What follows belongs to an exercise in optimizing a design on an open flow for small area, a short achievable clock period and few clock cycles; a production flow would make more cautious choices.
Where RTL was checked, it was by simulation tests only, not by an equivalence proof against the original.
Function not checked in run 2: the RTL went through the layout flow alone.

==> flow/design.v (outline; a module is shown in full before it is edited, if it fits) <==
// module rbm_top: 817 lines
module rbm_top (
  input  logic                   finish,
  input  logic                   rst_n,
  input  rbm_pkg::feature_beat_t in_beat,
  input  logic                   in_valid,
  output logic                   in_ready,
  output rbm_pkg::rbm_result_t   out_result,
  output logic                   out_valid,
  input  logic                   out_ready
);
  // ...
==> flow/flow/run.sh <==
#!/bin/bash
# The standard layout with two changes: the port buffers are buf_4 cells,
# and timing repair keeps working until the setup slack reaches
# SETUP_SLACK_MARGIN (the clock period and constraints are unchanged).
set -euo pipefail
bash standard.sh SETUP_SLACK_MARGIN=6.7 "BUFFER_PORTS_ARGS=-buffer_cell sky130_fd_sc_hd__buf_4" finish > standard.log 2>&1
==> flow/standard.sh <==
#!/bin/bash
# synth_recipe.tcl (not shown) runs the flow's synth.tcl, then flattens the netlist and writes it again
# the make line also repeats each setting of config.mk as NAME=value (left out here)
make -C /OpenROAD-flow-scripts/flow DESIGN_CONFIG=/design/flow/config.mk WORK_HOME=/design/flow/orfs CLKGATE_MAP_FILE= SYNTH_SCRIPT=/design/flow/synth_recipe.tcl "${@:-finish}"
==> flow/config.mk <==
export PLATFORM = sky130hd
export DESIGN_NAME = rbm_top
export DESIGN_NICKNAME = rbm_top
export VERILOG_FILES = /design/flow/design.v
export SDC_FILE = /design/flow/constraint.sdc
export NUM_CORES = 4
export LEC_CHECK = 0
export CAP_MARGIN = 50
export CORE_MARGIN = 2
export CORE_UTILIZATION = 55
export CTS_CLUSTER_DIAMETER = 80
export CTS_CLUSTER_SIZE = 24
export SLEW_MARGIN = 50
==> flow/constraint.sdc <==
create_clock -name core_clock -period 10.0 [get_ports {finish}]
set_input_delay 2.0000 -clock core_clock [delete_from_list [all_inputs] [get_ports {finish}]]
set_output_delay 2.0000 -clock core_clock [all_outputs]
set_load 0.01 [all_outputs]
==> report_table.html, run 1 <==
<table>
<tr><th>Metric</th><th>Value</th></tr>
<tr><th colspan="2">Synthesis</th></tr>
<tr><td>Count of yosys warnings during synthesis</td><td>5</td></tr>
<tr><td>Fraction of synthesis flops using an asynchronous set or reset pin</td><td>0.04444</td></tr>
<tr><td>Biggest area consumer among synthesized cells</td><td>dfxtp_1</td></tr>
<tr><td>Net count of the mapped netlist</td><td>2208</td></tr>
<tr><td>Share of the synthesized area in the top cell type</td><td>0.2497</td></tr>
<tr><td>Parity-gate share of the synthesized area counting xor and xnor cells</td><td>0.04717</td></tr>
<tr><td>Dominant combinational cell family by area after synthesis</td><td>adder cells</td></tr>
<tr><td>Share of synthesized cell area in full adder, half adder and majority cells</td><td>0.2849</td></tr>
<tr><th colspan="2">STA</th></tr>
<tr><td>Final setup violation count</td><td>0</td></tr>
<tr><td>Remaining max-slew budget at the tightest pin</td><td>0.5212</td></tr>
<tr><td>Setup skew after layout</td><td>0.02605 ns</td></tr>
<tr><td>Hold Vio Cnt, Final</td><td>0</td></tr>
<tr><th colspan="2">CTS</th></tr>
<tr><td>Maximum buffer depth of the clock tree</td><td>3</td></tr>
<tr><td>Sinks on the clock net</td><td>270</td></tr>
<tr><td>H-tree level count</td><td>1</td></tr>
<tr><td>Quantity of gates resized following cts</td><td>12</td></tr>
<tr><th colspan="2">Layout</th></tr>
<tr><td>Registers with the highest flip-flop counts</td><td>acc: 100 flops, pr: 35 flops, r: 16 flops</td></tr>
<tr><td>Fraction of area in multi-input gates</td><td>0.5799</td></tr>
<tr><td>Sequential share of cell area</td><td>0.2914</td></tr>
<tr><td>Post-route cell area</td><td>19860 um2</td></tr>
<tr><td>Inserted Diodes</td><td>0</td></tr>
<tr><td>Cell group occupying the most layout area</td><td>multi-input combinational cells</td></tr>
<tr><th colspan="2">Worst setup path</th></tr>
<tr><td>Setup crit start kind</td><td>flip-flop</td></tr>
<tr><td>WP data arrival</td><td>between 3 and 4 ns</td></tr>
<tr><td>R2R cell count</td><td>13</td></tr>
<tr><td>Depth of the critical timing path with buffers and inverters included</td><td>13</td></tr>
<tr><td>Endpoint kind of the worst setup timing path</td><td>flip-flop</td></tr>
<tr><td>Startpoint-to-endpoint class of the critical path</td><td>flip-flop to flip-flop</td></tr>
<tr><th colspan="2">Placed design</th></tr>
<tr><td>Cell total after placement</td><td>2297</td></tr>
<tr><td>Final HPWL from detailed placement</td><td>29930 um</td></tr>
<tr><td>Final weighted congestion in routability-driven placement</td><td>0.8026</td></tr>
<tr><td>Placed Instance Area</td><td>between 15000 and 20000 um2</td></tr>
<tr><td>Quantity of I/O buffers inserted on ports</td><td>58</td></tr>
<tr><th colspan="2">Global route</th></tr>
<tr><td>Fraction of met2 tracks used by global routing</td><td>0.4021</td></tr>
<tr><td>Tot GR Track Use</td><td>0.2418</td></tr>
<tr><td>Number of global-route vias before repair</td><td>13110</td></tr>
<tr><th colspan="2">Worst hold path</th></tr>
<tr><td>Origin of the worst min-delay path</td><td>d0x[0]</td></tr>
<tr><th colspan="2">Floorplan</th></tr>
<tr><td>Core area</td><td>32700 um2</td></tr>
<tr><td>Vertical die dimension</td><td>186.7 um</td></tr>
<tr><th colspan="2">Run status</th></tr>
<tr><td>Status</td><td>timing/DRC/antenna clean</td></tr>
<tr><th colspan="2">Drt</th></tr>
<tr><td>Pre-Repair DR Iteration Count</td><td>4</td></tr>
</table>
Testbench counts, summed over its fixed seeds: cycles 5,864.
==> inputs of run 2 (changes only) <==
--- a/flow/design.v
+++ b/flow/design.v
@@ -823,32 +823,32 @@
       5'd27: begin d0 = 6'h37; d1 = 6'h12; end
       5'd28: begin d0 = 6'h04; d1 = 6'h03; end
       5'd29: begin d0 = 6'h3c; d1 = 6'h06; end
       5'd30: begin d0 = 6'h01; d1 = 6'h0b; end
       5'd31: begin d0 = 6'h39; d1 = 6'h0e; end
       default: begin d0 = 6'h00; d1 = 6'h00; end
     endcase
   end
-  logic [13:0] s0, s1;
+  logic [15:0] s0, s1;
   logic        cls;
-  logic [13:0] s0b, s1b;
-  assign s0b = hfirst ? 14'h3ffe : {s0[12:0], 1'b0};
-  assign s1b = hfirst ? 14'h0002 : {s1[12:0], 1'b0};
-  logic [13:0] d0x, d1x, s0n, s1n;
-  assign d0x = {{8{d0[5]}}, d0};
-  assign d1x = {{8{d1[5]}}, d1};
+  logic [15:0] s0b, s1b;
+  assign s0b = hfirst ? 16'hfffe : {s0[14:0], 1'b0};
+  assign s1b = hfirst ? 16'h0002 : {s1[14:0], 1'b0};
+  logic [15:0] d0x, d1x, s0n, s1n;
+  assign d0x = {{10{d0[5]}}, d0};
+  assign d1x = {{10{d1[5]}}, d1};
   assign s0n = s0b + d0x;
   assign s1n = s1b + d1x;
   always_ff @(posedge finish) begin
     if (hstep) begin
       s0 <= s0n;
       s1 <= s1n;
     end
-    if (cmp) cls <= ($signed(s1) > $signed(s0));
+    if (cmp) cls <= ($signed(s1[13:0]) > $signed(s0[13:0]));
   end
   always_comb begin
-    out_result.score1   = {{6{s1[13]}}, s1};
-    out_result.score0   = {{6{s0[13]}}, s0};
+    out_result.score1   = {{3{s1[15]}}, {2{s1[14]}}, {2{s1[13]}}, s1[12:0]};
+    out_result.score0   = {{3{s0[15]}}, {2{s0[14]}}, {2{s0[13]}}, s0[12:0]};
     out_result.class_id = cls;
   end
 endmodule
 `default_nettype wire
==> flow/config.mk (replaced) <==
export PLATFORM = sky130hd
export DESIGN_NAME = rbm_top
export DESIGN_NICKNAME = rbm_top
export VERILOG_FILES = /design/flow/design.v
export SDC_FILE = /design/flow/constraint.sdc
export NUM_CORES = 4
export LEC_CHECK = 0
export CAP_MARGIN = 75
export CORE_MARGIN = 2
export CORE_UTILIZATION = 55
export SLEW_MARGIN = 75
==> report_table.html, run 2 <==
<table>
<tr><th>Metric</th><th>Value</th></tr>
<tr><th colspan="2">Global route</th></tr>
<tr><td>Tot GR Track Use</td><td>0.2560 (was 0.2418)</td></tr>
<tr><td>Initial antenna violation count</td><td>0 (unchanged)</td></tr>
<tr><td>First-pass GRT wire length</td><td>72050 um (was 68520 um)</td></tr>
<tr><td>Largest net degree at the start of global routing</td><td>53 (was 81)</td></tr>
<tr><td>Number of global-route vias before repair</td><td>13730 (was 13110)</td></tr>
<tr><td>Global route overflow</td><td>0 (unchanged)</td></tr>
<tr><th colspan="2">Worst hold path</th></tr>
<tr><td>Count of cells along the worst hold path</td><td>0 (unchanged)</td></tr>
<tr><td>Hold crit path type</td><td>flip-flop to flip-flop (unchanged)</td></tr>
<tr><th colspan="2">Synthesis</th></tr>
<tr><td>Mean Syn Cell Area</td><td>9.660 um2 (was 9.697 um2)</td></tr>
<tr><td>Main area contributors after synthesis</td><td>dfxtp_1 (25%), fa_1 (22%), ha_1 (6.9%), edfxtp_1 (5.3%), inv_1 (4.0%) (was dfxtp_1 (25%), fa_1 (22%), ha_1 (6.7%), edfxtp_1 (4.7%), inv_1 (3.9%))</td></tr>
<tr><td>Biggest area consumer among synthesized cells</td><td>dfxtp_1 (unchanged)</td></tr>
<tr><td>Fraction of synthesis flops using an asynchronous set or reset pin</td><td>0.04380 (was 0.04444)</td></tr>
<tr><td>Net count of the mapped netlist</td><td>2240 (was 2208)</td></tr>
<tr><td>Number of cells produced by synthesis</td><td>1921 (was 1893)</td></tr>
<tr><td>Sequential element share of the synthesized area</td><td>0.3167 (was 0.3137)</td></tr>
<tr><td>Number of distinct library cells after synthesis</td><td>69 (was 70)</td></tr>
<tr><td>Number of flip-flops and latches in the synthesized netlist</td><td>274 (was 270)</td></tr>
<tr><td>Share of the synthesized area in the top cell type</td><td>0.2470 (was 0.2497)</td></tr>
<tr><td>Cell area after synthesis</td><td>18560 um2 (was 18360 um2)</td></tr>
<tr><td>Most frequent cells after synthesis</td><td>dfxtp_1 (229), fa_1 (200), inv_1 (197) (was dfxtp_1 (229), fa_1 (200), inv_1 (191))</td></tr>
<tr><td>Count of yosys warnings during synthesis</td><td>5 (unchanged)</td></tr>
<tr><td>Most numerous cell in the Yosys netlist</td><td>dfxtp_1 (unchanged)</td></tr>
<tr><td>Main flop type after synthesis</td><td>dfxtp_1 (unchanged)</td></tr>
<tr><td>Post-synth EDFFs</td><td>33 (was 29)</td></tr>
<tr><th colspan="2">Placed design</th></tr>
<tr><td>Quantity of I/O buffers inserted on ports</td><td>58 (unchanged)</td></tr>
<tr><td>Final weighted congestion in routability-driven placement</td><td>0.8085 (was 0.8026)</td></tr>
<tr><td>Post-placement setup slack</td><td>6.366 ns (was 6.396 ns)</td></tr>
<tr><td>Final HPWL from detailed placement</td><td>30780 um (was 29930 um)</td></tr>
<tr><th colspan="2">CTS</th></tr>
<tr><td>Num CTS Buffers</td><td>35 (was 19)</td></tr>
<tr><td>Post-CTS Hold Buffers</td><td>0 (unchanged)</td></tr>
<tr><td>Reg clk slew, reported paths</td><td>0.06 ns (was 0.09 ns)</td></tr>
<tr><td>Sinks on the clock net</td><td>274 (was 270)</td></tr>
<tr><td>Clock tree root buffer cell</td><td>clkbuf_16 (unchanged)</td></tr>
<tr><td>H-tree level count</td><td>2 (was 1)</td></tr>
<tr><td>Clock insertion delay at the later pin of the skew report</td><td>0.53 ns (about the same)</td></tr>
<tr><td>Maximum buffer depth of the clock tree</td><td>3 (unchanged)</td></tr>
<tr><td>Clock tree from TritonCTS</td><td>done (unchanged)</td></tr>
<tr><th colspan="2">Drt</th></tr>
<tr><td>Pre-Repair DR Iteration Count</td><td>4 (unchanged)</td></tr>
<tr><td>Detailed-route DRC error count</td><td>0 (unchanged)</td></tr>
<tr><td>Number of nets with antenna violations after routing</td><td>0 (unchanged)</td></tr>
<tr><td>Via Count</td><td>13300 (was 12940)</td></tr>
<tr><td>Average wire length per cell after detail routing</td><td>17.71 um (was 17.73 um)</td></tr>
<tr><td>DRC marker count from the first detailed-route iteration</td><td>619 (unchanged)</td></tr>
<tr><td>Average via count per standard cell</td><td>5.430 (was 5.537)</td></tr>
<tr><td>Post-Route WL</td><td>43360 um (was 41440 um)</td></tr>
<tr><th colspan="2">STA</th></tr>
<tr><td>RSZ-0062 raised after global routing</td><td>false (was true)</td></tr>
<tr><td>Worst-case hold slack</td><td>0.4088 ns (was 0.4075 ns)</td></tr>
<tr><td>Ratio of final minimum period to clock period</td><td>0.3204 (was 0.3315)</td></tr>
<tr><td>Final setup margin</td><td>6.796 ns (was 6.685 ns)</td></tr>
<tr><td>Final worst path period need</td><td>3.204 ns (was 3.315 ns)</td></tr>
<tr><td>Setup_tns</td><td>0 ns (unchanged)</td></tr>
<tr><td>Max-slew violation count</td><td>0 (unchanged)</td></tr>
<tr><td>Highest attainable clock frequency</td><td>312.1 MHz (was 301.7 MHz)</td></tr>
<tr><td>Setup skew after layout</td><td>0.01736 ns (was 0.02605 ns)</td></tr>
<tr><td>Least-Margin Pin Slew</td><td>0.3550 ns (was 0.7172 ns)</td></tr>
<tr><td>Remaining max-slew budget at the tightest pin</td><td>0.7603 (was 0.5212)</td></tr>
<tr><td>Final setup violation count</td><td>0 (unchanged)</td></tr>
<tr><td>Hold Vio Cnt, Final</td><td>0 (unchanged)</td></tr>
<tr><th colspan="2">Floorplan</th></tr>
<tr><td>Core area</td><td>33360 um2 (was 32700 um2)</td></tr>
<tr><td>Number of top-level design ports</td><td>60 (unchanged)</td></tr>
<tr><td>Chip width</td><td>187.7 um (was 186.7 um)</td></tr>
<tr><td>Site row count</td><td>67 (was 66)</td></tr>
<tr><td>Die footprint</td><td>35230 um2 (was 34850 um2)</td></tr>
<tr><td>Starting utilization of the core area</td><td>0.5562 (was 0.5613)</td></tr>
<tr><td>Vertical die dimension</td><td>187.7 um (was 186.7 um)</td></tr>
<tr><th colspan="2">Layout</th></tr>
<tr><td>Top library cells by usage in the layout, fill and taps aside</td><td>dfxtp_1 (201), inv_1 (194), fa_1 (191), nand2_1 (162), nor2_1 (119) (was dfxtp_1 (213), fa_1 (199), inv_1 (191), nand2_1 (146), nor2_1 (121))</td></tr>
<tr><td>Max reg flops</td><td>100 (unchanged)</td></tr>
<tr><td>Commonest non-fill, non-tap cell in the layout</td><td>dfxtp_1 (unchanged)</td></tr>
<tr><td>Inserted Diodes</td><td>0 (unchanged)</td></tr>
<tr><td>Fraction of final layout cells with drive strength greater than 1</td><td>0.1494 (was 0.09974)</td></tr>
<tr><td>Net total in the final layout</td><td>2296 (was 2198)</td></tr>
<tr><td>Fill cell count</td><td>2859 (was 2883)</td></tr>
<tr><td>Relative area change from synthesis to final layout</td><td>14.91% (was 8.172%)</td></tr>
<tr><td>Registers with the highest flip-flop counts</td><td>acc: 100 flops, pr: 35 flops (was acc: 100 flops, pr: 35 flops, r: 16 flops)</td></tr>
<tr><td>Register containing the most flip-flops in the final layout</td><td>acc (unchanged)</td></tr>
<tr><th colspan="2">Worst setup path</th></tr>
<tr><td>Startpoint-to-endpoint class of the critical path</td><td>flip-flop to primary output (was flip-flop to flip-flop)</td></tr>
<tr><td>Setup crit start kind</td><td>flip-flop (unchanged)</td></tr>
<tr><td>Data required time at the worst endpoint</td><td>8.00 ns (was 10.37 ns)</td></tr>
<tr><td>WP data arrival</td><td>1.20 ns (was 3.69 ns)</td></tr>
<tr><td>Crit Path Max Fanout</td><td>3 (was 5)</td></tr>
<tr><td>Endpoint kind of the worst setup timing path</td><td>primary output (was flip-flop)</td></tr>
<tr><td>R2R cell count</td><td>11 (was 13)</td></tr>
<tr><th colspan="2">Run</th></tr>
<tr><td>Total of max-cap violations</td><td>0 (unchanged)</td></tr>
<tr><th colspan="2">Run status</th></tr>
<tr><td>Status</td><td>timing/DRC/antenna clean (unchanged)</td></tr>
</table>
==> run 2: cells by family (layout without fill, tap and decap cells) <==
kind of cell / after synthesis / count (layout) / share of synthesized area
simple gates: 569 / 569 / 0.1508
compound gates: 361 / 361 / 0.1319
buf+inv: 306 / 386 / 0.06425
fa+ha+maj: 302 / 302 / 0.2845
flops: 274 / 274 / 0.3167
xor+xnor: 105 / 105 / 0.04956
mux: 4 / 4 / 0.002225
==> run 2: final timing paths <==
check	start	endpoint	slack, ns
max	s1[0]	out_result[21]	6.80
min	d1x[0]	s1[0]	0.41
max reg2reg	first1n	acc[4][11]	6.80
min reg2reg	d1x[0]	s1[0]	0.41
max in group asynchronous	rst_n	cidle	8.43
min in group asynchronous	rst_n	npend[0]	1.33
==> run 2: critical path, cell delays in order, from the launching register on <==
cell and delay, ns:
edfxtp_1 0.41, buf_4 0.15, buf_4 0.13
==> run 2: per-layer routing <==
metal  up-vias  global-route usage  wire, um
met5         -                   0         0
met4         0             0.06723       981
met3        66             0.03219      1668
met2       257              0.4187     20230
met1      6526              0.3621     20480
li1       6450                   -         -
==> run 2: what timing repair did <==
item / CTS / global route
pin swaps: 5 / 30
hold endpoints to repair: 0 / 0
buffers inserted: 7 / 15
gates cloned: 3 / 2
gates resized for setup: 15 / 32
setup endpoints to repair: 22 / 42
==> run 2: cell type report <==
cell class / count / area, um2 / share of cell area
Clock buffer: 48 / 1005 / 0.04711
Multi-Input combinational cell: 1341 / 11820 / 0.5543
Sequential cell: 274 / 5972 / 0.2800
Inverter: 200 / 757.0 / 0.03550
Timing Repair Buffer: 125 / 1119 / 0.05245
Tap cell: 448 / 560.5 / 0.02628
Clock inverter: 13 / 92.59 / 0.004342
==> run 2: stage by stage <==
step	instance area, um2	util	std cells
2_1_floorplan	18590	-	1921
4_1_cts	20930	0.6272	2428
3_5_place_dp	19630	0.5884	2357
3_3_place_gp	19250	0.5770	2336
5_1_grt	21330	0.6392	2449
6_report	21330	0.6392	2449

-- afterwards: timing with drivers on the ports --
No port has a modelled driver above. Below, the same layouts with a new extraction and two added sets of constraints.
Step 1 sets driving cells, clkbuf_16 on the clock port and buf_2 on the other inputs (assumed; they add their load-dependent delay and slew).
Step 2 adds t to the input delays and takes it off the output delays; t is the mean of the earliest and latest rising clock arrival at the registers after step 1. Input paths then give back, and output paths get back, about the clock's delay inside the block.
a / b / c = ideal ports / drivers / drivers and shift; a / b = the first two.
run	t (ns)	slack for setup (ns)	pins driven straight from the clock port
run 1	0.577	6.685 / 6.685 / 6.538	1
run 2	0.573	6.796 / 6.741 / 6.377	1
After both steps setup and hold are still met in every run listed. For run 2, which loses most, drivers alone change the setup slack by -0.055 ns; drivers and shift together by -0.419 ns.
